What follows belongs to an exercise in optimizing a design on an open flow for small area, a short achievable clock period and few clock cycles per item; a production flow would make more cautious choices.
RTL that was checked went through simulation tests only; none was proved equivalent to the original.
No functional check of the RTL was part of run 3.
Power figures rest on the tool's default switching activity, not on a simulated workload.

==> flow/design.v <==
package rrt_pkg;
   localparam int FIELD_BITS    = 48;
   localparam int COUNT_BITS    = 5;
   localparam int STATUS_BITS   = 2;
   localparam int REQ_DATA_BITS = 96;
   localparam int RSP_DATA_BITS = 56;
   localparam logic MODE_RECORD = 1'b0;
   localparam logic MODE_QUERY  = 1'b1;
   localparam logic [STATUS_BITS-1:0] ST_MERGED   = 2'd0;
   localparam logic [STATUS_BITS-1:0] ST_INSERTED = 2'd1;
   localparam logic [STATUS_BITS-1:0] ST_FULL     = 2'd2;
   localparam logic [STATUS_BITS-1:0] ST_QUERY    = 2'd3;
   typedef struct packed {
      logic overlap;
      logic ahead;
      logic stop;
      logic grow;
   } walk_flags_type;
endpackage
module rrt_table #(
   parameter int OFFSET_BITS = 48
) (
   input  logic                   clock,
   input  logic                   wr_start_en,
   input  logic                   wr_end_en,
   input  logic [OFFSET_BITS-1:0] wr_start,
   input  logic [OFFSET_BITS-1:0] wr_end,
   output logic [OFFSET_BITS-1:0] rd_start,
   output logic [OFFSET_BITS-1:0] rd_end
);
   always_ff @(posedge clock) begin
      if (wr_start_en) rd_start <= wr_start;
      if (wr_end_en)   rd_end   <= wr_end;
   end
endmodule
module rrt_walk_unit #(
   parameter int OFFSET_BITS = 48
) (
   input  logic [OFFSET_BITS-1:0] cand_start,   
   input  logic [OFFSET_BITS-1:0] cand_end,     
   input  logic [OFFSET_BITS-1:0] ent_start,
   input  logic [OFFSET_BITS-1:0] ent_end,
   output logic                   pos_le_end,   
   output logic                   end_ge_start, 
   output logic                   end_ge_end    
);
   logic end_lt_pos, end_lt_start, end_lt_eend;
   rrt_less #(.W(OFFSET_BITS)) u_c1 (.a(ent_end),  .b(cand_start), .lt(end_lt_pos));
   rrt_less #(.W(OFFSET_BITS)) u_c2 (.a(cand_end), .b(ent_start),  .lt(end_lt_start));
   rrt_less #(.W(OFFSET_BITS)) u_c4 (.a(cand_end), .b(ent_end),    .lt(end_lt_eend));
   assign pos_le_end   = ~end_lt_pos;
   assign end_ge_start = ~end_lt_start;
   assign end_ge_end   = ~end_lt_eend;
endmodule
module rrt_less #(
   parameter int W = 48
) (
   input  logic [W-1:0] a,
   input  logic [W-1:0] b,
   output logic         lt
);
   localparam int L = $clog2(W);
   localparam int P = 1 << L;
   logic [P-1:0] g [L+1];
   logic [P-1:0] e [L+1];
   genvar lv, k;
   generate
      for (k = 0; k < P; k++) begin : g_leaf
         if (k < W) begin : g_bit
            assign g[0][k] = ~a[k] & b[k];
            assign e[0][k] = ~(a[k] ^ b[k]);
         end else begin : g_pad
            assign g[0][k] = 1'b0;
            assign e[0][k] = 1'b1;
         end
      end
      for (lv = 1; lv <= L; lv++) begin : g_lvl
         for (k = 0; k < (P >> lv); k++) begin : g_node
            assign g[lv][k] = g[lv-1][2*k+1] | (e[lv-1][2*k+1] & g[lv-1][2*k]);
            assign e[lv][k] = e[lv-1][2*k+1] & e[lv-1][2*k];
         end
         for (k = (P >> lv); k < P; k++) begin : g_zero
            assign g[lv][k] = 1'b0;
            assign e[lv][k] = 1'b1;
         end
      end
   endgenerate
   assign lt = g[L][0];
endmodule
module received_range_tracker #(
   parameter int ENTRIES     = 16,
   parameter int OFFSET_BITS = 48
) (
   input  logic                                clock,
   input  logic                                reset,
   input  logic                                req_tvalid,
   output logic                                req_tready,
   input  logic [rrt_pkg::REQ_DATA_BITS-1:0]   req_tdata,   
   input  logic                                req_tuser,   
   output logic                                rsp_tvalid,
   input  logic                                rsp_tready,
   output logic [rrt_pkg::RSP_DATA_BITS-1:0]   rsp_tdata,   
   output logic [rrt_pkg::STATUS_BITS-1:0]     rsp_tuser    
);
   localparam int N  = ENTRIES;
   localparam int OW = OFFSET_BITS;
   localparam int FB = rrt_pkg::FIELD_BITS;
   localparam int NB = rrt_pkg::COUNT_BITS;
   localparam int SB = rrt_pkg::STATUS_BITS;
   logic          stall;
   logic          b_valid;           
   logic          b_mode;
   logic [OW-1:0] b_pos;
   logic [OW-1:0] b_end;             
   logic          d_valid;           
   logic          d_mode;
   logic [OW-1:0] d_pos, d_end;
   logic [2:0]    d_fwd;             
   logic [N-1:0]  d_c1, d_c2, d_c4;
   logic          e_valid;           
   logic          e_qry, e_usepos;
   logic [N-1:0]  e_mask;
   logic [N-1:0]  e_mrg, e_ins;      
   logic [N-1:0]  e_fo;              
   logic [N-1:0]  f_mrg, f_ins;      
   logic          e_same, e_same_ins;  
   logic          f_lt;              
   logic [OW-1:0] f_pos;
   logic [OW-1:0] e_pos;
   logic [SB-1:0] e_status;
   logic [NB-1:0] e_count;
   logic          rsp_valid_ff;
   logic [FB-1:0] rsp_covered_ff;
   logic [SB-1:0] rsp_status_ff;
   logic [NB-1:0] rsp_count_ff;
   logic [N-1:0]  c_pos_le_end, c_end_ge_start, c_end_ge_end;
   logic [N-1:0]  c_start_fold;
   logic [OW:0]   end_sum;
   logic          fw_lt_e1, fw_lt_p1, fw_lt_b1, fw_lt_p2, fw_lt_p3;
   rrt_less #(.W(OW)) u_fw_e1 (.a(b_end), .b(d_end), .lt(fw_lt_e1));
   rrt_less #(.W(OW)) u_fw_p1 (.a(b_end), .b(d_pos), .lt(fw_lt_p1));
   rrt_less #(.W(OW)) u_fw_b1 (.a(d_end), .b(b_pos), .lt(fw_lt_b1));
   rrt_less #(.W(OW)) u_fw_p2 (.a(b_end), .b(e_pos), .lt(fw_lt_p2));
   rrt_less #(.W(OW)) u_fw_p3 (.a(b_end), .b(f_pos), .lt(fw_lt_p3));
   assign stall      = rsp_valid_ff & ~rsp_tready;
   assign req_tready = ~stall;
   assign rsp_tvalid = rsp_valid_ff;
   assign rsp_tdata  = {{(rrt_pkg::RSP_DATA_BITS - FB - NB){1'b0}}, rsp_count_ff,
                        rsp_covered_ff};
   assign rsp_tuser  = rsp_status_ff;
   assign end_sum = {1'b0, req_tdata[FB-1:0]} + {1'b0, req_tdata[2*FB-1:FB]};
   always_comb begin
      for (int i = 0; i < N; i++) begin
         c_start_fold[i] = f_ins[i] ? ~fw_lt_p3 : (c_end_ge_start[i] | (f_mrg[i] & ~fw_lt_p3));
         c_start_fold[i] = e_ins[i] ? ~fw_lt_p2 : (c_start_fold[i] | (e_mrg[i] & ~fw_lt_p2));
      end
   end
   always_ff @(posedge clock) begin
      if (reset) begin
         b_valid <= 1'b0;
         d_valid <= 1'b0;
      end else if (!stall) begin
         b_valid <= req_tvalid;
         d_valid <= b_valid;
      end
      if (!stall) begin
         b_mode <= req_tuser;
         b_pos  <= req_tdata[FB-1:0];
         if (req_tuser == rrt_pkg::MODE_QUERY) b_end <= req_tdata[FB-1:0];
         else b_end <= end_sum[OW] ? {OW{1'b1}} : end_sum[OW-1:0];
         d_mode <= b_mode;
         d_pos  <= b_pos;
         d_end  <= b_end;
         d_fwd  <= {~fw_lt_e1, ~fw_lt_p1, ~fw_lt_b1};
         d_c1   <= c_pos_le_end;
         d_c2   <= c_start_fold;
         d_c4   <= c_end_ge_end;
      end
   end
   logic [N-1:0]  vld;               
   logic [NB-1:0] count_ff;
   logic [N-1:0]  gap_ff, peak_ff;
   logic [N-1:0]  bst [N];           
   logic [OW-1:0] ent_start [N];
   logic [OW-1:0] ent_end   [N];
   logic [N-1:0]  wr_start_en, wr_end_en;
   logic [N-1:0]  bef [N];           
   genvar gi, gj;
   generate
      for (gi = 0; gi < N; gi++) begin : g_slot
         rrt_table #(.OFFSET_BITS(OW)) u_slot (
            .clock       (clock),
            .wr_start_en (wr_start_en[gi]),
            .wr_end_en   (wr_end_en[gi]),
            .wr_start    (f_pos),
            .wr_end      (d_end),
            .rd_start    (ent_start[gi]),
            .rd_end      (ent_end[gi])
         );
         rrt_walk_unit #(.OFFSET_BITS(OW)) u_cmp (
            .cand_start   (b_pos),
            .cand_end     (b_end),
            .ent_start    (ent_start[gi]),
            .ent_end      (ent_end[gi]),
            .pos_le_end   (c_pos_le_end[gi]),
            .end_ge_start (c_end_ge_start[gi]),
            .end_ge_end   (c_end_ge_end[gi])
         );
         for (gj = 0; gj < N; gj++) begin : g_bef
            if (gi < gj)       assign bef[gi][gj] = bst[gi][gj];
            else if (gi > gj)  assign bef[gi][gj] = ~bst[gj][gi];
            else               assign bef[gi][gj] = 1'b0;
         end
      end
   endgenerate
   logic [N-1:0]  c1, c2, c4;        
   logic          rec, qry, do_wr;
   logic [N-1:0]  ov, ov_before, first_ov, ahead, ahead_upto, new_slot;
   logic [N-1:0]  after, gap_pre, peak_pre;
   logic          any_ov, full, ins;
   logic [N-1:0]  stop_c, stop_upto, mask;
   logic          any_mask;
   logic [SB-1:0] status;
   assign rec   = d_valid & (d_mode == rrt_pkg::MODE_RECORD);
   assign qry   = d_valid & (d_mode == rrt_pkg::MODE_QUERY);
   assign do_wr = rec & ~stall;
   assign full  = vld[N-1];
   always_comb begin
      for (int i = 0; i < N; i++) begin
         c1[i] = e_ins[i] ? d_fwd[0] : (d_c1[i] | (e_mrg[i] & d_fwd[0]));
         c2[i] = e_ins[i] ? d_fwd[1] : (d_c2[i] | (e_mrg[i] & d_fwd[1]));
         c4[i] = e_ins[i] ? d_fwd[2] : (d_c4[i] & ~(e_mrg[i] & ~d_fwd[2]));
      end
      for (int i = 0; i < N; i++) begin
         ov[i]     = vld[i] & c1[i] & c2[i];
         ahead[i]  = vld[i] & ~c2[i];
         stop_c[i] = vld[i] & ~c2[i] & gap_ff[i];    
         new_slot[i] = ~vld[i] & ((i == 0) ? 1'b1 : vld[(i == 0) ? 0 : i-1]);
      end
      for (int i = 0; i < N; i++) begin
         ov_before[i]  = 1'b0;
         ahead_upto[i] = ahead[i];
         stop_upto[i]  = stop_c[i];
         gap_pre[i]    = 1'b1;
         peak_pre[i]   = 1'b1;
         for (int a = 0; a < N; a++) begin
            if (a != i) begin
               ov_before[i]  = ov_before[i]  | (ov[a]     & bef[a][i]);
               ahead_upto[i] = ahead_upto[i] | (ahead[a]  & bef[a][i]);
               stop_upto[i]  = stop_upto[i]  | (stop_c[a] & bef[a][i]);
               gap_pre[i]    = gap_pre[i]  & ~(vld[a] & bef[a][i] & c1[a]);
               peak_pre[i]   = peak_pre[i] & ~(vld[a] & bef[a][i] & ~c4[a]);
            end
         end
      end
      any_ov   = |ov;
      first_ov = ov & ~ov_before;
      ins      = ~any_ov & ~full;
      after    = any_ov ? (vld & ov_before) : (vld & ahead_upto);
      for (int i = 0; i < N; i++) begin
         wr_end_en[i] = do_wr & ((first_ov[i] & c4[i]) | (ins & new_slot[i]));
      end
      mask     = vld & ~stop_upto;
      any_mask = |mask;
      if (qry)         status = rrt_pkg::ST_QUERY;
      else if (any_ov) status = rrt_pkg::ST_MERGED;
      else if (full)   status = rrt_pkg::ST_FULL;
      else             status = rrt_pkg::ST_INSERTED;
   end
   always_ff @(posedge clock) begin
      if (reset) begin
         vld      <= '0;
         count_ff <= '0;
      end else if (do_wr && ins) begin
         vld      <= {vld[N-2:0], 1'b1};
         count_ff <= count_ff + NB'(1);
      end
   end
   always_ff @(posedge clock) begin
      if (do_wr) begin
         for (int i = 0; i < N; i++) begin
            if (ins && new_slot[i])           gap_ff[i] <= 1'b1;
            else if (any_ov && first_ov[i])   gap_ff[i] <= gap_ff[i] & gap_pre[i];
            else if (after[i])                gap_ff[i] <= gap_ff[i] & ~c2[i];
            if (wr_end_en[i])                 peak_ff[i] <= ins ? 1'b1 : peak_pre[i];
            else if (after[i])                peak_ff[i] <= peak_ff[i] & ~c4[i];
         end
      end
   end
   generate
      for (gi = 0; gi < N; gi++) begin : g_row
         for (gj = gi + 1; gj < N; gj++) begin : g_col
            always_ff @(posedge clock) begin
               if (do_wr && ins && new_slot[gj]) bst[gi][gj] <= ~ahead_upto[gi];
            end
         end
      end
   endgenerate
   logic [OW-1:0] mrg_start;
   logic          start_lt;
   logic [OW-1:0] covered;
   always_ff @(posedge clock) begin
      if (reset) begin
         e_valid <= 1'b0;
         e_mrg   <= '0;
         e_ins   <= '0;
         f_mrg   <= '0;
         f_ins   <= '0;
      end else if (!stall) begin
         e_valid <= d_valid;
         e_mrg   <= (rec && any_ov) ? first_ov : '0;
         e_ins   <= (rec && ins) ? new_slot : '0;
         f_mrg   <= e_mrg;
         f_ins   <= e_ins;
      end
      if (!stall) begin
         e_fo     <= first_ov;
         e_same     <= |(first_ov & (e_ins | e_mrg));
         e_same_ins <= |(first_ov & e_ins);
         f_lt     <= start_lt;
         f_pos    <= e_pos;
         e_qry    <= qry;
         e_usepos <= ~any_mask;
         e_mask   <= mask;
         e_pos    <= d_pos;
         e_status <= status;
         e_count  <= (rec && ins) ? count_ff + NB'(1) : count_ff;
      end
   end
   always_comb begin
      mrg_start = '0;
      for (int i = 0; i < N; i++) begin
         mrg_start = mrg_start | (ent_start[i] & {OW{e_fo[i]}});
      end
      if (e_same && (e_same_ins || f_lt)) mrg_start = f_pos;
      for (int i = 0; i < N; i++) begin
         wr_start_en[i] = ~stall & (f_ins[i] | (f_mrg[i] & f_lt));
      end
   end
   rrt_less #(.W(OW)) u_start_lt (.a(e_pos), .b(mrg_start), .lt(start_lt));
   logic [N-1:0] peak_m, sel;
   always_comb begin
      peak_m = e_mask & peak_ff;
      for (int i = 0; i < N; i++) begin
         sel[i] = peak_m[i];
         for (int b = 0; b < N; b++) begin
            if (b != i) sel[i] = sel[i] & ~(peak_m[b] & bef[i][b]);
         end
      end
      covered = e_usepos ? e_pos : '0;
      for (int i = 0; i < N; i++) begin
         covered = covered | (ent_end[i] & {OW{sel[i]}});
      end
   end
   always_ff @(posedge clock) begin
      if (reset) begin
         rsp_valid_ff <= 1'b0;
      end else if (!stall) begin
         rsp_valid_ff <= e_valid;
      end
      if (!stall) begin
         rsp_covered_ff <= e_qry ? covered[FB-1:0] : '0;
         rsp_status_ff  <= e_status;
         rsp_count_ff   <= e_count;
      end
   end
endmodule
==> flow/run.sh <==
#!/bin/bash
# synth_recipe.tcl (not shown) runs the flow's synth.tcl, then flattens the netlist and writes it again
# the make line also repeats each setting of config.mk as NAME=value (left out here)
make -C /OpenROAD-flow-scripts/flow DESIGN_CONFIG=/design/flow/config.mk WORK_HOME=/design/flow/orfs CLKGATE_MAP_FILE= SYNTH_SCRIPT=/design/flow/synth_recipe.tcl finish
==> flow/config.mk <==
export PLATFORM = sky130hd
export DESIGN_NAME = received_range_tracker
export DESIGN_NICKNAME = received_range_tracker
export VERILOG_FILES = /design/flow/design.v
export SDC_FILE = /design/flow/constraint.sdc
export NUM_CORES = 4
export LEC_CHECK = 0
export ABC_CLOCK_PERIOD_IN_PS = 2000
export CAP_MARGIN = 20
export CORE_MARGIN = 2
export CORE_UTILIZATION = 35
export PLACE_DENSITY = 0.45
export SETUP_SLACK_MARGIN = 2.5
export SLEW_MARGIN = 20
==> flow/constraint.sdc <==
create_clock -name core_clock -period 6.0 [get_ports {clock}]
set_input_delay 1.2000 -clock core_clock [delete_from_list [all_inputs] [get_ports {clock}]]
set_output_delay 1.2000 -clock core_clock [all_outputs]
set_load 0.01 [all_outputs]
==> results.json, run 1 <==
{
  "swShare_pct": 31.3,
  "cp_num_buf_inv": 9,
  "finalWeightedCongestion": 1.07,
  "clock_sinks": 2217,
  "synth_area_sq_um": 149000,
  "holdPathStages": 0,
  "vdd.ir_drop.worst_mv": 0.214,
  "required_ps": 6680,
  "crit_type": "reg2reg",
  "timing.rr.end": "g_slot[15].u_slot.rd_end[31]$_DFFE_PP_",
  "drc": 0,
  "slowest_stage": "nor4b_4",
  "avgViaCountPerCell": 6.76,
  "finClkSkew_ps": 47.2,
  "fmax_ghz": 0.264,
  "antenna_found_initial": 98,
  "final_cell_count_no_fill": 20600,
  "track_usage_pct": 41.1,
  "synth_most_common_cell": "ha_1",
  "seqPwrFrac_pct": 39.5,
  "setup_tns_ps": 0,
  "port_buffers": 157,
  "n_fill_cell": 39200,
  "cts_buffers": 286,
  "synth.top_cell.area_share_pct": 43.0,
  "max_stage_delay_ps": 590,
  "avgSynthCellArea_sq_um": 11.2,
  "power_density_nw_per_um2": 243,
  "final_nets": 17300,
  "dr.pass1.iters": 14,
  "area_delta_synth_final_pct": 25.9,
  "drive_above_1_share_pct": 18.3,
  "cts_tree": "done",
  "yosysTopAreaCell": "edfxtp_1",
  "tightest_slew_ps": 1270,
  "switchingPower_mw": 14.2,
  "synthArstFlopShare_pct": 0,
  "clock_power_share_pct": 39.6,
  "routedWlPerCell_microns": 45.1,
  "r2r_start": "d_fwd[1]$_DFFE_PN_",
  "antenna_left": 0,
  "r2r_slack_ps": 2210,
  "die_y_microns": 655,
  "start_kind": "flop",
  "leakagePower_nw": 80.3,
  "worstHoldPathType": "reg2reg",
  "cp_max_fo": 6,
  "dieWidth_microns": 655,
  "holdCritStartpoint": "e_status[1]$_SDFFCE_PP1N_",
  "maxCapViolCount": 0,
  "path_delay_family": "buffers and inverters",
  "slew_headroom_pct": 15.2,
  "arrival_ps": 4480,
  "grt_max_degree": 110,
  "comb_power_share_pct": 20.9,
  "synth-edff-count": 2128,
  "internal-power_mw": 31.3,
  "root_buffer": "clkbuf_16",
  "worstSetupPathDepth": 16,
  "vias": 139000,
  "rsz0062_at_grt": "true",
  "wirelength_mm": 929,
  "synth_cell_types": 96,
  "hold_viol_final": 0,
  "dp_hpwl_mm": 629,
  "setup_viol": 0,
  "grt_overflow": 0,
  "clock_path_buffers": 4,
  "crit_chain": "buf_12 -> buf_8 -> o21ai_4 -> a221o_2 -> buf_6 -> buf_8 -> buf_6 -> a2bb2oi_2 -> and4_4 -> nor4b_4 -> o221ai_2 -> a21oi_4 -> buf_12 -> buf_8 -> buf_12 -> buf_16",
  "synthTopCellsByArea": "edfxtp_1 43%, ha_1 22%, a21o_1 5.2%, a22oi_1 2.9%, inv_1 2.5%",
  "grt_pass1_wl_mm": 1200,
  "io_pins": 161,
  "h-tree-depth": 5,
  "placed_cells": 19300,
  "final-max-slew-violation-count": 0,
  "synth_warnings": 11,
  "core_region_area_sq_um": 423000,
  "grt_pass1_vias": 132000,
  "drt-initial-drc-count": 22000,
  "insertion_delay_ps": 980,
  "ys_seq_elements": 2217,
  "status": "timing/DRC/antenna clean",
  "hold_path_end": "rsp_status_ff[1]$_DFFE_PN_",
  "critPathCaptureType": "flop",
  "syn_inst": 13300,
  "clk_pin_slew_ps": 60,
  "ys_top_cells_by_count": "2587 x ha_1, 2128 x edfxtp_1, 1026 x a21o_1",
  "start_util_pct": 35.1,
  "fin_crit_ps": 3790,
  "r2r_cells": 16,
  "rows": 239,
  "synthFlopType": "edfxtp_1",
  "dieArea_sq_um": 430000,
  "fin_crit_sh_pct": 63.2,
  "ys_seq_area_share_pct": 44.2
}
==> cell type report <==
cell class	count	area [sq um]	share of cell area, %
tap	5663	7090	3.79
timing repair buffer	1551	17700	9.46
multi-input combinational	9606	82600	44.2
antenna	59	148	0.0789
inverter	987	4360	2.33
clock buffer	355	7720	4.13
clock inverter	155	1630	0.872
timing repair inverter	7	63.8	0.0341
sequential	2217	65700	35.1
==> power groups by stage <==
stage	clock network, mW	registers [mW]	logic (mW)
2_1_floorplan	0	18.1	4.03
3_3_place_gp	0	18.4	7.69
3_5_place_dp	0	18.4	7.84
4_1_cts	18.1	18.0	8.88
5_1_grt	18.6	18.0	9.99
6_report	18.0	18.0	9.51
==> stage by stage <==
step	hold slack [ps]	worst slack [ps]	cell area, sq um	util (%)	power (mW)
after floorplan	400	1730	149000	-	22.1
after global placement	401	669	162000	38.3	26.1
after detailed placement	408	907	162000	38.3	26.2
after CTS	422	2270	181000	42.7	45.0
after global routing	424	2170	187000	44.2	46.6
final	419	2210	187000	44.2	45.5
==> flip-flops by register name, summed over array words and instances, names as in the netlist, 48 cells and up <==
register	count
f_pos	48
e_pos	48
d_pos	48
d_end	48
b_pos	48
rsp_covered_ff	48
g_slot.u_slot.rd_start	768
b_end	48
g_slot.u_slot.rd_end	768
bst	120
==> repair_timing <==
action | in CTS | in global routing
setup buffers | 353 | 230
resized for setup | 972 | 581
hold buffers | 0 | 0
pin swaps | 183 | 252
cloned | 70 | 55
endpoints found under the setup margin | 1261 | 1142
==> layer usage <==
layer  track usage [%]  vias up  share of wire (%)
met5              1.20        -               0.11
met4              27.4       53                8.9
met3              13.3     2892                 12
met2              59.7    10600                 41
met1              51.7    70000                 38
li1                  -    55600                  -
==> logic make-up (layout without fill, tap and decap cells) <==
| group | Yosys count | in the layout | synth area share (%) |
|---|---|---|---|
| other | 1 | 62 | 0.00252 |
| adders and majority gates | 2588 | 2588 | 21.8 |
| xor gates and xnor gates | 45 | 45 | 0.265 |
| and+or+nand+nor | 2515 | 2518 | 8.80 |
| DFF | 2217 | 2217 | 44.2 |
| muxes | 27 | 27 | 0.183 |
| AOI/OAI and AO/OA | 4424 | 4425 | 20.9 |
| buffers and inverters | 1493 | 3055 | 3.83 |
==> placed cells by master, fill, tap and decap left out, types with 107 or more instances in the layout <==
| cell | Yosys | final |
|---|---|---|
| a221oi_1 | 228 | 193 |
| nor2_1 | 502 | 429 |
| nand3_1 | 209 | 180 |
| a21oi_1 | 730 | 619 |
| nand4_1 | 526 | 526 |
| o21ai_0 | 509 | 377 |
| buf_12 | 0 | 176 |
| nor2b_1 | 140 | 135 |
| buf_4 | 8 | 932 |
| clkbuf_16 | 0 | 340 |
| o22ai_1 | 241 | 226 |
| a22oi_1 | 565 | 554 |
| buf_6 | 0 | 107 |
| edfxtp_1 | 2128 | 2128 |
| nand2_1 | 540 | 501 |
| inv_1 | 984 | 930 |
| a22o_1 | 157 | 157 |
| clkdlybuf4s50_1 | 0 | 141 |
| o21a_1 | 201 | 185 |
| ha_1 | 2587 | 2542 |
| a21o_1 | 1026 | 1024 |
==> worst max path at each step <==
| stage | startpoint | to | slack [ps] |
|---|---|---|---|
| 2_1_floorplan | rsp_tready | g_slot[0].u_slot.rd_start[0]$_DFFE_PP_ | 1730 |
| 3_3_place_gp | req_tdata[16] | b_end[41]$_DFFE_PN_ | 670 |
| 3_5_place_dp | req_tdata[16] | b_end[47]$_DFFE_PN_ | 910 |
| 4_1_cts | d_fwd[1]$_DFFE_PN_ | g_slot[0].u_slot.rd_end[7]$_DFFE_PP_ | 2270 |
| 5_1_grt | e_fo[10]$_DFFE_PN_ | f_lt$_DFFE_PN_ | 2170 |
| 6_report | d_fwd[1]$_DFFE_PN_ | g_slot[15].u_slot.rd_end[31]$_DFFE_PP_ | 2210 |
Testbench counts, summed over its fixed seeds: cycles 29,903, items 28,751.
==> inputs of run 2 (changes only) <==
--- a/flow/config.mk
+++ b/flow/config.mk
@@ -8,4 +8,6 @@
 export ABC_CLOCK_PERIOD_IN_PS = 2000
 export CAP_MARGIN = 20
+export CELL_PAD_IN_SITES_DETAIL_PLACEMENT = 1
+export CELL_PAD_IN_SITES_GLOBAL_PLACEMENT = 1
 export CORE_MARGIN = 2
 export CORE_UTILIZATION = 35
==> run 2 against run 1 <==
Against the previous run: clock skew increased by 3.2 ps; first-iteration DRC count decreased by 6.6%; sequential share of layout area increased by 0.12 points; worst setup slack got worse by 27 ps; highest routed layer unchanged; cell count increased by 0.26%; sequential power about the same; critical path type unchanged; maximum frequency decreased by 0.71%; still clean; utilization decreased by 0.15 points; via count increased by 0.95%; clock-buffer cell count increased by 4.
==> results.json, run 2 <==
{
  "status": "timing/DRC/antenna clean",
  "drt-initial-drc-count": 20600,
  "postLayoutCoreUtil_pct": 44.1,
  "worstHoldPathType": "reg2reg",
  "synth_most_common_cell": "ha_1",
  "io_pins": 161,
  "root_buffer": "clkbuf_16",
  "grt_overflow": 0,
  "cts_tree": "done",
  "most-common-layout-cells": "2527 x ha_1, 2128 x edfxtp_1, 1022 x a21o_1, 1012 x buf_4, 929 x inv_1",
  "n_fill_cell": 44400,
  "track_usage_pct": 42.7,
  "drive_above_1_share_pct": 18.4,
  "placed_cells": 19400,
  "final_common_cell": "ha_1",
  "tightest_slew_ps": 1280,
  "die_y_microns": 655,
  "clock_path_buffers": 4,
  "fmax_ghz": 0.262,
  "r2r_cells": 16,
  "critPathCaptureType": "flop",
  "timing.rr.end": "f_lt$_DFFE_PN_",
  "rows": 239,
  "holdPathStages": 0,
  "cp_max_fo": 6,
  "synth.top_cell.area_share_pct": 43.0,
  "leakagePower_nw": 80.2,
  "holdCritStartpoint": "e_status[1]$_SDFFCE_PP1N_",
  "synthArstFlopShare_pct": 0,
  "maxCapViolCount": 0,
  "avgViaCountPerCell": 6.80,
  "synth_cell_types": 96,
  "rsz0062_at_grt": "true",
  "hold_path_end": "rsp_status_ff[1]$_DFFE_PN_",
  "setup_tns_ps": 0,
  "synth_area_sq_um": 149000,
  "clock_sinks": 2217,
  "finClkSkew_ps": 50.4,
  "r2r_start": "e_fo[8]$_DFFE_PN_",
  "fin_crit_ps": 3820,
  "dieArea_sq_um": 430000,
  "crit_top_cell": "a21o_1",
  "wirelength_mm": 956,
  "fin_area_sq_um": 186000,
  "power_density_nw_per_um2": 246,
  "dp_hpwl_mm": 680,
  "ys_seq_area_share_pct": 44.2,
  "dr.pass1.iters": 14,
  "vdd.ir_drop.worst_mv": 0.248,
  "synthFlopType": "edfxtp_1",
  "setup_viol": 0,
  "finalWeightedCongestion": 1.11,
  "setup_ws_ps": 2180,
  "fin_crit_sh_pct": 63.7,
  "antenna_left": 0,
  "area_delta_synth_final_pct": 25.5,
  "h-tree-depth": 5,
  "max_stage_delay_ps": 420,
  "arrival_ps": 4520,
  "grt_max_degree": 138,
  "crit_chain": "buf_12 -> buf_4 -> a22o_1 -> a221oi_2 -> and3_4 -> a41oi_2 -> ha_1 -> a21o_1 -> a21o_1 -> a21o_1 -> a21o_1 -> a21o_1 -> a21o_1 -> a21oi_4 -> o211a_4 -> o21ai_1",
  "place_area_sq_um": 163000,
  "vias": 140000,
  "slowest_stage": "edfxtp_1",
  "ys_top_cells_by_count": "2587 x ha_1, 2128 x edfxtp_1, 1026 x a21o_1",
  "avgSynthCellArea_sq_um": 11.2,
  "antenna_found_initial": 123,
  "synth_warnings": 11,
  "place_ws_ps": 796,
  "drc": 0,
  "synthTopCellsByArea": "edfxtp_1 43%, ha_1 22%, a21o_1 5.2%, a22oi_1 2.9%, inv_1 2.5%",
  "grt_pass1_wl_mm": 1250,
  "cts_hold_buffers": 0,
  "top_regs": "g_slot.u_slot.rd_end: 768 flops, g_slot.u_slot.rd_start: 768 flops, bst: 120 flops",
  "yosysTopAreaCell": "edfxtp_1",
  "final-seq-area_sq_um": 65700,
  "port_buffers": 157,
  "final_nets": 17400,
  "required_ps": 6700,
  "grt_pass1_vias": 137000,
  "cts_buffers": 290,
  "multi_input_area_sq_um": 82900,
  "r2r_slack_ps": 2180,
  "routedWlPerCell_microns": 46.3,
  "start_util_pct": 35.1,
  "syn_inst": 13300,
  "dieWidth_microns": 655,
  "insertion_delay_ps": 980,
  "start_kind": "flop",
  "synth-edff-count": 2128,
  "core_region_area_sq_um": 423000,
  "final_cell_count_no_fill": 20700,
  "hold_viol_final": 0,
  "crit_type": "reg2reg",
  "final-max-slew-violation-count": 0,
  "slew_headroom_pct": 14.8,
  "clk_pin_slew_ps": 60,
  "ys_seq_elements": 2217
}
## run 2: changes by cell type in the layout (fill, tap and decap cells not counted), moves of 10 or more
cell / change
ha_4: +13
clkbuf_8: -11
clkbuf_16: -21
o21ai_1: -10
ha_1: -15
diode_2: +10
clkbuf_1: +12
a21oi_2: -12
buf_4: +80
bufinv_16: -12
buf_16: -25
clkinv_1: +18
nor2_2: -11
## run 2: final cells by class
| type | count | area share [%] |
|---|---|---|
| well taps | 5663 | 3.80 |
| clock inverters | 162 | 0.825 |
| clock buffers | 359 | 4.11 |
| flip-flops and latches | 2217 | 35.3 |
| multi-input cells | 9603 | 44.5 |
| repair buffers | 1590 | 9.20 |
| inverters | 987 | 2.21 |
| repair inverters | 3 | 0.0114 |
| diodes | 69 | 0.0926 |
## run 2: worst max-delay path, delay by kind of cell (launching register included)
| family | cells | cell delay [ps] |
|---|---|---|
| adder cells (fa/ha/maj) | 1 | 360 |
| AND/OR/NAND/NOR | 1 | 250 |
| AO/OA/AOI/OAI | 12 | 2170 |
| flip-flops | 1 | 420 |
| buffers and inverters | 2 | 340 |
## run 2: stage by stage
stage | power [mW] | hold WS [ps]
floorplan | 22.1 | 400
global placement | 26.3 | 400
detailed placement | 26.6 | 405
CTS | 45.2 | 400
global route | 46.8 | 420
finish | 45.8 | 417
## run 2: routing by layer
metal / routed length, microns / vias up / share of wire [%] / GRT usage, %
li1: - / 55600 / - / -
met1: 380000 / 72500 / 40 / 55.3
met2: 390000 / 9644 / 41 / 61.2
met3: 112000 / 2633 / 12 / 14.4
met4: 72300 / 67 / 7.6 / 25.1
met5: 1580 / - / 0.17 / 1.64
## run 2: power breakdown
part	switching (mW)	internal, mW	total (mW)
clock	7.72	10.2	17.9
combinational	6.43	3.57	10.0
sequential	0.482	17.4	17.9
## run 2: worst max path at each step
stage / start / end / slack [ps] / cells past startpoint
after floorplan: rsp_tready / g_slot[0].u_slot.rd_start[0]$_DFFE_PP_ / 1730 / 5
after global placement: req_tdata[0] / b_end[46]$_DFFE_PN_ / 620 / 14
after CTS: e_fo[0]$_DFFE_PN_ / f_lt$_DFFE_PN_ / 2270 / 16
final: e_fo[8]$_DFFE_PN_ / f_lt$_DFFE_PN_ / 2180 / 16
after detailed placement: req_tdata[0] / b_end[46]$_DFFE_PN_ / 800 / 14
after global routing: e_fo[1]$_DFFE_PN_ / f_lt$_DFFE_PN_ / 2110 / 17
## run 2: repair_timing
item / 4_1_cts / 5_1_grt
endpoints found under the hold margin: 0 / 0
pin swaps: 180 / 269
resized for setup: 919 / 620
buffers inserted: 381 / 212
setup endpoints to repair: 1280 / 1042
cloned: 40 / 26
## run 2: kinds of logic (layout without fill, tap and decap cells)
kind of cell	count (synthesis)	after routing	share of synthesized area, %
compound gates	4424	4424	20.9
fa+ha+maj	2588	2588	21.8
simple gates	2515	2516	8.80
flops	2217	2217	44.2
buf+inv	1493	3101	3.83
xor+xnor	45	45	0.265
mux	27	27	0.183
other cells	1	72	0.00252
==> inputs of run 3 (changes only) <==
--- a/flow/design.v
+++ b/flow/design.v
@@ -117,12 +117,13 @@
    logic [OW-1:0] d_pos, d_end;
    logic [2:0]    d_fwd;             
+   logic          d_fwd2, d_fwd3;    
    logic [N-1:0]  d_c1, d_c2, d_c4;
    logic          e_valid;           
    logic          e_qry, e_usepos;
-   logic [N-1:0]  e_mask;
+   logic [N-1:0]  e_sel;
    logic [N-1:0]  e_mrg, e_ins;      
    logic [N-1:0]  e_fo;              
    logic [N-1:0]  f_mrg, f_ins;      
-   logic          e_same, e_same_ins;  
+   logic [N-1:0]  g_mrg, g_ins;      
    logic          f_lt;              
    logic [OW-1:0] f_pos;
@@ -135,5 +136,4 @@
    logic [NB-1:0] rsp_count_ff;
    logic [N-1:0]  c_pos_le_end, c_end_ge_start, c_end_ge_end;
-   logic [N-1:0]  c_start_fold;
    logic [OW:0]   end_sum;
    logic          fw_lt_e1, fw_lt_p1, fw_lt_b1, fw_lt_p2, fw_lt_p3;
@@ -150,10 +150,4 @@
    assign rsp_tuser  = rsp_status_ff;
    assign end_sum = {1'b0, req_tdata[FB-1:0]} + {1'b0, req_tdata[2*FB-1:FB]};
-   always_comb begin
-      for (int i = 0; i < N; i++) begin
-         c_start_fold[i] = f_ins[i] ? ~fw_lt_p3 : (c_end_ge_start[i] | (f_mrg[i] & ~fw_lt_p3));
-         c_start_fold[i] = e_ins[i] ? ~fw_lt_p2 : (c_start_fold[i] | (e_mrg[i] & ~fw_lt_p2));
-      end
-   end
    always_ff @(posedge clock) begin
       if (reset) begin
@@ -173,6 +167,8 @@
          d_end  <= b_end;
          d_fwd  <= {~fw_lt_e1, ~fw_lt_p1, ~fw_lt_b1};
+         d_fwd2 <= ~fw_lt_p2;
+         d_fwd3 <= ~fw_lt_p3;
          d_c1   <= c_pos_le_end;
-         d_c2   <= c_start_fold;
+         d_c2   <= c_end_ge_start;
          d_c4   <= c_end_ge_end;
       end
@@ -219,5 +215,5 @@
    logic [N-1:0]  after, gap_pre, peak_pre;
    logic          any_ov, full, ins;
-   logic [N-1:0]  stop_c, stop_upto, mask;
+   logic [N-1:0]  stop_c, stop_upto, mask, peak_m, sel;
    logic          any_mask;
    logic [SB-1:0] status;
@@ -229,5 +225,7 @@
       for (int i = 0; i < N; i++) begin
          c1[i] = e_ins[i] ? d_fwd[0] : (d_c1[i] | (e_mrg[i] & d_fwd[0]));
-         c2[i] = e_ins[i] ? d_fwd[1] : (d_c2[i] | (e_mrg[i] & d_fwd[1]));
+         c2[i] = g_ins[i] ? d_fwd3 : (d_c2[i] | (g_mrg[i] & d_fwd3));
+         c2[i] = f_ins[i] ? d_fwd2 : (c2[i] | (f_mrg[i] & d_fwd2));
+         c2[i] = e_ins[i] ? d_fwd[1] : (c2[i] | (e_mrg[i] & d_fwd[1]));
          c4[i] = e_ins[i] ? d_fwd[2] : (d_c4[i] & ~(e_mrg[i] & ~d_fwd[2]));
       end
@@ -263,4 +261,11 @@
       mask     = vld & ~stop_upto;
       any_mask = |mask;
+      peak_m   = mask & peak_ff;
+      for (int i = 0; i < N; i++) begin
+         sel[i] = peak_m[i];
+         for (int b = 0; b < N; b++) begin
+            if (b != i) sel[i] = sel[i] & ~(peak_m[b] & bef[i][b]);
+         end
+      end
       if (qry)         status = rrt_pkg::ST_QUERY;
       else if (any_ov) status = rrt_pkg::ST_MERGED;
@@ -307,4 +312,6 @@
          f_mrg   <= '0;
          f_ins   <= '0;
+         g_mrg   <= '0;
+         g_ins   <= '0;
       end else if (!stall) begin
          e_valid <= d_valid;
@@ -313,14 +320,14 @@
          f_mrg   <= e_mrg;
          f_ins   <= e_ins;
+         g_mrg   <= f_mrg;
+         g_ins   <= f_ins;
       end
       if (!stall) begin
          e_fo     <= first_ov;
-         e_same     <= |(first_ov & (e_ins | e_mrg));
-         e_same_ins <= |(first_ov & e_ins);
          f_lt     <= start_lt;
          f_pos    <= e_pos;
          e_qry    <= qry;
          e_usepos <= ~any_mask;
-         e_mask   <= mask;
+         e_sel    <= sel;
          e_pos    <= d_pos;
          e_status <= status;
@@ -333,5 +340,5 @@
          mrg_start = mrg_start | (ent_start[i] & {OW{e_fo[i]}});
       end
-      if (e_same && (e_same_ins || f_lt)) mrg_start = f_pos;
+      if (|(e_fo & (f_ins | (f_mrg & {N{f_lt}})))) mrg_start = f_pos;
       for (int i = 0; i < N; i++) begin
          wr_start_en[i] = ~stall & (f_ins[i] | (f_mrg[i] & f_lt));
@@ -339,16 +346,8 @@
    end
    rrt_less #(.W(OW)) u_start_lt (.a(e_pos), .b(mrg_start), .lt(start_lt));
-   logic [N-1:0] peak_m, sel;
    always_comb begin
-      peak_m = e_mask & peak_ff;
-      for (int i = 0; i < N; i++) begin
-         sel[i] = peak_m[i];
-         for (int b = 0; b < N; b++) begin
-            if (b != i) sel[i] = sel[i] & ~(peak_m[b] & bef[i][b]);
-         end
-      end
       covered = e_usepos ? e_pos : '0;
       for (int i = 0; i < N; i++) begin
-         covered = covered | (ent_end[i] & {OW{sel[i]}});
+         covered = covered | (ent_end[i] & {OW{e_sel[i]}});
       end
    end
--- a/flow/config.mk
+++ b/flow/config.mk
@@ -8,9 +8,7 @@
 export ABC_CLOCK_PERIOD_IN_PS = 2000
 export CAP_MARGIN = 20
-export CELL_PAD_IN_SITES_DETAIL_PLACEMENT = 1
-export CELL_PAD_IN_SITES_GLOBAL_PLACEMENT = 1
 export CORE_MARGIN = 2
-export CORE_UTILIZATION = 35
-export PLACE_DENSITY = 0.45
-export SETUP_SLACK_MARGIN = 2.5
+export CORE_UTILIZATION = 65
+export PLACE_DENSITY = 0.75
+export SETUP_SLACK_MARGIN = 3.0
 export SLEW_MARGIN = 20
==> run 3 against run 2 <==
Against the previous run: the flow now stops in 5_1_grt; synthesized cell count increased by 1.7%; area after synthesis increased by 0.72%.
==> results.json, run 3 <==
{
  "status": "stopped before the end",
  "stop_stage": "5_1_grt",
  "error_line": "[ERROR GRT-0116] Global routing finished with congestion. Check the congestion regions in the DRC Viewer.",
  "place_ws_ps": 538,
  "h-tree-depth": 4,
  "synth.top_cell.area_share_pct": 42.7,
  "grt_pass1_wl_mm": 1310,
  "placed_cells": 16800,
  "synthArstFlopShare_pct": 0,
  "synthTopCellsByArea": "edfxtp_1 43%, ha_1 22%, a21o_1 4.5%, a21oi_1 3.0%, a22oi_1 2.8%",
  "synthFlopType": "edfxtp_1",
  "io_pins": 161,
  "rows": 176,
  "yosysTopAreaCell": "edfxtp_1",
  "dieWidth_microns": 484,
  "port_buffers": 157,
  "root_buffer": "clkbuf_16",
  "syn_inst": 13500,
  "clock_path_buffers": 3,
  "cts_buffers": 233,
  "avgSynthCellArea_sq_um": 11.0,
  "finalWeightedCongestion": 1.18,
  "die_y_microns": 484,
  "ys_top_cells_by_count": "2587 x ha_1, 2128 x edfxtp_1, 1052 x inv_1",
  "synth_most_common_cell": "ha_1",
  "synth_cell_types": 93,
  "synth_area_sq_um": 150000,
  "clock_sinks": 2249,
  "synth_warnings": 11,
  "dp_hpwl_mm": 536,
  "start_util_pct": 65.2,
  "place_area_sq_um": 159000,
  "synth-edff-count": 2128,
  "ys_seq_area_share_pct": 44.3,
  "track_usage_pct": 79.4,
  "grt_max_degree": 115,
  "cts_hold_buffers": 0,
  "ys_seq_elements": 2249,
  "grt_pass1_vias": 168000,
  "grt_overflow": 6
}
==> run 3: changes by cell type after synthesis, moves of 28 or more <==
cell	before	now
a21o_1	1026	892
o21a_1	201	172
nor2b_1	140	243
nand2b_1	91	165
inv_1	984	1052
a21oi_1	730	889
nor2_1	502	459
and3_1	57	85
dfxtp_1	89	121
nand3_1	209	290
o22ai_1	241	213
==> run 3: what timing repair did <==
item / 4_1_cts
setup buffers: 647
endpoints found under the setup margin: 1400
pin swaps: 592
gates resized for setup: 2133
cloned: 100
==> run 3: power groups by stage <==
stage                     clock network (mW)  registers (mW)  logic, mW
after CTS                               14.9            18.2       8.78
after detailed placement                   0            18.6       7.26
after global placement                     0            18.6       6.77
after floorplan                            0            18.3       4.04
==> run 3: kinds of logic after synthesis <==
kind of cell / synth area share [%]
xor+xnor: 0.281
flops: 44.3
compound gates: 20.1
fa+ha+maj: 21.6
other cells: 0.00251
simple gates: 9.72
mux: 0.0142
buf+inv: 3.94
==> run 3: worst max-delay path by stage <==
stage / startpoint / to / depth (start not counted)
detailed placement: req_tdata[19] / b_end[19]$_DFFE_PN_ / 12
global placement: req_tdata[19] / b_end[19]$_DFFE_PN_ / 12
CTS: f_lt$_DFFE_PN_ / f_lt$_DFFE_PN_ / 17
floorplan: rsp_tready / req_tready / 4
==> run 3: per-layer routing <==
layer | global-route usage (%) | GRT overflow
met1 | 79.5 | 0
met5 | 45.7 | 0
met3 | 70.1 | 0
met4 | 74.8 | 3
met2 | 91.7 | 3
==> run 3: per-stage QoR <==
| stage | utilization [%] | hold WS [ps] |
|---|---|---|
| after CTS | 79.9 | 306 |
| after detailed placement | 69.2 | 405 |
| after floorplan | - | 400 |
| after global placement | 69.2 | 405 |

==> re-timing with driven ports <==
The flow's constraints put no driver on any port. The routed layouts listed below were extracted and timed again, unchanged, in two steps.
Step 1 assumes that a clkbuf_16 drives the clock port and a buf_2 every other input.
Step 2 also shifts input and output timing later by t, the mid clock arrival at the registers, as if the neighbouring blocks saw the same clock.
Slacks: no drivers / after step 1 / after step 2; pairs: no drivers / after step 1.
run	t, ns	slack for setup (ns)	worst setup path after step 2	latest minus earliest clock arrival (ns)	slew at the worst register clock pin (ns)
run 1	1.085	2.206 / 2.206 / 1.393	input to register	0.047 / 0.047	0.07 / 0.07
run 2	1.073	2.179 / 2.179 / 1.336	input to register	0.051 / 0.050	0.07 / 0.07
After both steps every run listed still meets setup and hold. The setup slack of run 2, which loses most, moves by 0.000 ns with the drivers and by -0.843 ns with both steps.
